From an optimization exercise on the open Yosys and OpenROAD flow, aimed at small area; shortcuts taken in it are not production practice.
Where RTL was checked, it was by simulation tests only, not by an equivalence proof against the original.
No driver is modelled on the clock port, so clock power and skew are understated where the tree is cut down; a real chip needs a root buffer or a tree.
Power is estimated from default activity; no workload was simulated.

## v28
// cube_raster
module cube_raster
#(
    parameter int NUM_LANES       = 10,
    parameter int WORDS_PER_FRAME = 3,
    parameter int BIT_PERIOD      = 20,
    parameter int ONE_HIGH        = 13,
    parameter int ZERO_HIGH       = 6
) (
    input  logic                   clk,
    input  logic                   reset,
    input  logic                   enable_i,
    input  logic                   ack_i,
    input  logic                   pix_valid_i,
    output logic                   pix_ready_o,
    input  cube_pkg::color_t [NUM_LANES-1:0] pix_color_i,    
    input  cube_pkg::dim_t pix_dim_i,
    output logic                   finished_o,
    output logic [NUM_LANES-1:0]   sout_o
);
==> flow/config.mk <==
export PLATFORM = sky130hd
export DESIGN_NAME = cube_raster
export DESIGN_NICKNAME = cube_raster
export VERILOG_FILES = /design/flow/design.v
export SDC_FILE = /design/flow/constraint.sdc
export NUM_CORES = 4
export LEC_CHECK = 0
export CAP_MARGIN = 20
export CORE_MARGIN = 2
export CORE_UTILIZATION = 40
export SLEW_MARGIN = 20
export SYNTH_HIERARCHICAL = 1
==> flow/constraint.sdc <==
create_clock -name core_clock -period 5.0 [get_ports {clk}]
set_input_delay 1.0000 -clock core_clock [delete_from_list [all_inputs] [get_ports {clk}]]
set_output_delay 1.0000 -clock core_clock [all_outputs]
set_load 0.01 [all_outputs]
standard.sh (not shown) runs the stock make flow with config.mk's settings and CLKGATE_MAP_FILE= SYNTH_SCRIPT=/design/flow/synth_recipe.tcl, a recipe that flattens the netlist after the stock synthesis.
==> flow/flow/run.sh <==
#!/bin/bash
# Layout flow: the standard flow (standard.sh) with two changes:
#  - port buffers are the smallest buffer, sky130_fd_sc_hd__buf_1
#  - the clock tree is built by flow/manual_cts.tcl (ORFS's PRE_CTS_TCL hook):
#    four clkbuf_16, each driving a quarter of the flip-flops, fed straight
#    from the clock port; ORFS's own clock tree synthesis is skipped
# The make output goes to standard.log here; ORFS keeps each step's log too.
set -euo pipefail
export BUFFER_PORTS_ARGS="-buffer_cell sky130_fd_sc_hd__buf_1"
export PRE_CTS_TCL="$PWD/flow/manual_cts.tcl"
export MCTS_LEAVES=4
export MCTS_ROOTS=0
export MCTS_LEAF_BUF=sky130_fd_sc_hd__clkbuf_16
bash standard.sh > standard.log 2>&1
Other scripts of this flow, unchanged in this note and not shown: flow/flow/manual_cts.tcl
## Diff of input files: v27 against v28
--- a/flow/design.v
+++ b/flow/design.v
@@ -74,16 +74,17 @@
     logic [7:0] ring_q [NUM_LANES];                  
     logic       ring_flip;
     logic [7:0] ring_col;                            
     logic       ring_hold;                           
     logic       ready_next;
     logic [NUM_LANES-1:0] bit_q;                     
     logic [7:0]  prod_top;                          
     logic       prod_bit;
+    logic       prod_bit_q;                          
     assign idle      = ~(pix_ready_o | st_mult | st_send | finished_o);
     assign active    = st_mult | st_send;
     assign xfer      = pix_ready_o & pix_valid_i;
     assign q_last    = (q == 5'd19);
     assign q_end     = (q == 5'd2);
     assign w_zero    = (w == 3'd0);
     assign word_done = st_send & q_end & w_zero;
     assign last_word = (word_cnt == 2'(WORDS_PER_FRAME - 1));
@@ -139,18 +140,19 @@
             always_ff @(posedge clk) begin
                 ring_q[p] <= ~((pix_color_i[(14 - p) % 10] | {8{ring_hold}}) &
                                (ring_q[(p + 1) % NUM_LANES] | {8{pix_ready_o}}));
             end
         end
     end
     assign ring_col = ring_q[0];
     always_ff @(posedge clk) begin
-        if (q <= 5'd9) begin
-            bit_q <= {bit_q[NUM_LANES-2:0], prod_bit};
+        prod_bit_q <= prod_bit;
+        if (q >= 5'd1 && q <= 5'd10) begin
+            bit_q <= {bit_q[NUM_LANES-2:0], prod_bit_q};
         end
     end
     for (genvar i = 0; i < NUM_LANES; i++) begin : g_lane
         assign sout_o[i] = st_send & (q >= 5'd5) & ((q <= 5'd10) | ((q <= 5'd17) & bit_q[i]));
     end
     logic pp_0_0, pp_0_1, pp_0_2, pp_0_3, pp_0_4, pp_0_5, pp_0_6, pp_0_7, pp_1_0, pp_1_1, pp_1_2, pp_1_3, pp_1_4, pp_1_5, pp_1_6, pp_1_7, pp_2_0, pp_2_1, pp_2_2, pp_2_3, pp_2_4, pp_2_5, pp_2_6, pp_2_7, pp_3_0, pp_3_1, pp_3_2, pp_3_3, pp_3_4, pp_3_5, pp_3_6, pp_3_7, pp_4_0, pp_4_1, pp_4_2, pp_4_3, pp_4_4, pp_4_5, pp_4_6, pp_4_7, pp_5_0, pp_5_1, pp_5_2, pp_5_3, pp_5_4, pp_5_5, pp_5_6, pp_5_7, pp_6_0, pp_6_1, pp_6_2, pp_6_3, pp_6_4, pp_6_5, pp_6_6, pp_6_7, pp_7_0, pp_7_1, pp_7_2, pp_7_3, pp_7_4, pp_7_5, pp_7_6, pp_7_7, s1, c2, s3, c4, s5, c6, s7, c8, s9, c10, s11, c12, s13, c14, s15, c16, s17, c18, s19, c20, s21, c22, s23, c24, s25, c26, s27, c28, s29, c30, s31, c32, s33, c34, s35, c36, s37, c38, s39, c40, s41, c42, s43, c44, s45, c46, s47, c48, s49, c50, s51, c52, s53, c54, s55, c56, s57, c58, s59, c60, s61, c62, s63, c64, s65, c66, s67, c68, s69, c70, s71, c72, s73, c74, s75, c76, s77, c78, s79, c80, s81, c82, s83, c84;
     logic [15:0] row_a, row_b, prod_full;
     assign pp_0_0 = ring_col[0] & dim_q[0];
@@ -256,25 +258,25 @@
     fa_cell u_fa74 (.a(s29), .b(c50), .c(s51), .s(s73), .co(c74));
     fa_cell u_fa76 (.a(s33), .b(c52), .c(s53), .s(s75), .co(c76));
     fa_cell u_fa78 (.a(s37), .b(c54), .c(s55), .s(s77), .co(c78));
     fa_cell u_fa80 (.a(s39), .b(c56), .c(s57), .s(s79), .co(c80));
     fa_cell u_fa82 (.a(c40), .b(c58), .c(s59), .s(s81), .co(c82));
     fa_cell u_fa84 (.a(pp_6_7), .b(pp_7_6), .c(c60), .s(s83), .co(c84));
     assign row_a = {1'b0, pp_7_7, c82, c80, c78, c76, c74, c72, c70, c68, c66, c64, c62, pp_2_0, pp_0_1, pp_0_0};
     assign row_b = {1'b0, c84, s83, s81, s79, s77, s75, s73, s71, s69, s67, s65, s63, s61, pp_1_0, 1'b0};
-    logic [8:0] cy;
-    logic [7:0] hi_sum;
+    logic [16:0] cy;
     assign cy[0] = 1'b0;
     assign cy[1] = (row_a[0] & row_b[0]) | (row_a[0] & cy[0]) | (row_b[0] & cy[0]);
     assign cy[2] = (row_a[1] & row_b[1]) | (row_a[1] & cy[1]) | (row_b[1] & cy[1]);
     assign cy[3] = (row_a[2] & row_b[2]) | (row_a[2] & cy[2]) | (row_b[2] & cy[2]);
     assign cy[4] = (row_a[3] & row_b[3]) | (row_a[3] & cy[3]) | (row_b[3] & cy[3]);
     assign cy[5] = (row_a[4] & row_b[4]) | (row_a[4] & cy[4]) | (row_b[4] & cy[4]);
     assign cy[6] = (row_a[5] & row_b[5]) | (row_a[5] & cy[5]) | (row_b[5] & cy[5]);
     assign cy[7] = (row_a[6] & row_b[6]) | (row_a[6] & cy[6]) | (row_b[6] & cy[6]);
     assign cy[8] = (row_a[7] & row_b[7]) | (row_a[7] & cy[7]) | (row_b[7] & cy[7]);
     assign prod_full[7:0] = '0;
-    assign hi_sum = row_a[15:8] + row_b[15:8] + {7'b0, cy[8]};
-    assign prod_full[15:8] = hi_sum;
+    fa_cell u_fin8 (.a(row_a[8]), .b(row_b[8]), .c(cy[8]), .s(prod_full[8]), .co(cy[9]));
+    fa_cell u_fin9 (.a(row_a[9]), .b(row_b[9]), .c(cy[9]), .s(prod_full[9]), .co(cy[10]));
+    assign prod_full[15:10] = row_a[15:10] + row_b[15:10] + {5'b0, cy[10]};
     assign prod_top = prod_full[15:8];
     assign prod_bit = prod_top[3'd7 - w];
 endmodule
Results
- Summary of v27 over v28: number of placed instances with taps included was more or less identical; overall global routing resource usage went up by 1.2 points; total power went down by about 4%; worst voltage drop across the vdd grid went down by 0.014 mV; area added between synthesis and finish went up by 1.7 points.
- In v27 the implementation completed, yet the final layout does not meet the checks, the culprit being negative setup slack.
- Diff v28 and v27: sequential cell count lower in v28
- Routability congestion estimate from global placement shrinks slightly when moving from v28 to v27.
- Delta (v27 minus v28): overall die area shrank by 190 um^2; sequential share of layout area went up 0.34 points.
- Sum of negative setup slack: v27 vs v28 down 0.21 ns
For v27, only the layout was checked, not whether the RTL still works. In every run of this note, the design's own scripts or RTL, not TritonCTS, make the clock network.

## what the ideal ports hide
In the flow no input, the clock included, has a driving cell. The finished layouts below were timed again as built, in two steps.
Step 1: set_driving_cell puts a clkbuf_16 on clk and a buf_2 on each other input, an assumption about the parent block.
Step 2 moves the port delays by t, midway between the first and last clock arrival at a register: inputs arrive t later, outputs are due t later. That takes back most of the time a late clock gives input paths.
Slacks: no drivers / after step 1 / after step 2; pairs: no drivers / after step 1.
run | t (ns) | setup WS [ns] | slew at the worst register clock pin (ns) | pins driven straight from the clock port
v28 | 0.242 | 0.187 / 0.187 / 0.187 | 0.11 / 0.11 | 4
v27 | 0.246 | -0.206 / -0.206 / -0.206 | 0.12 / 0.12 | 4
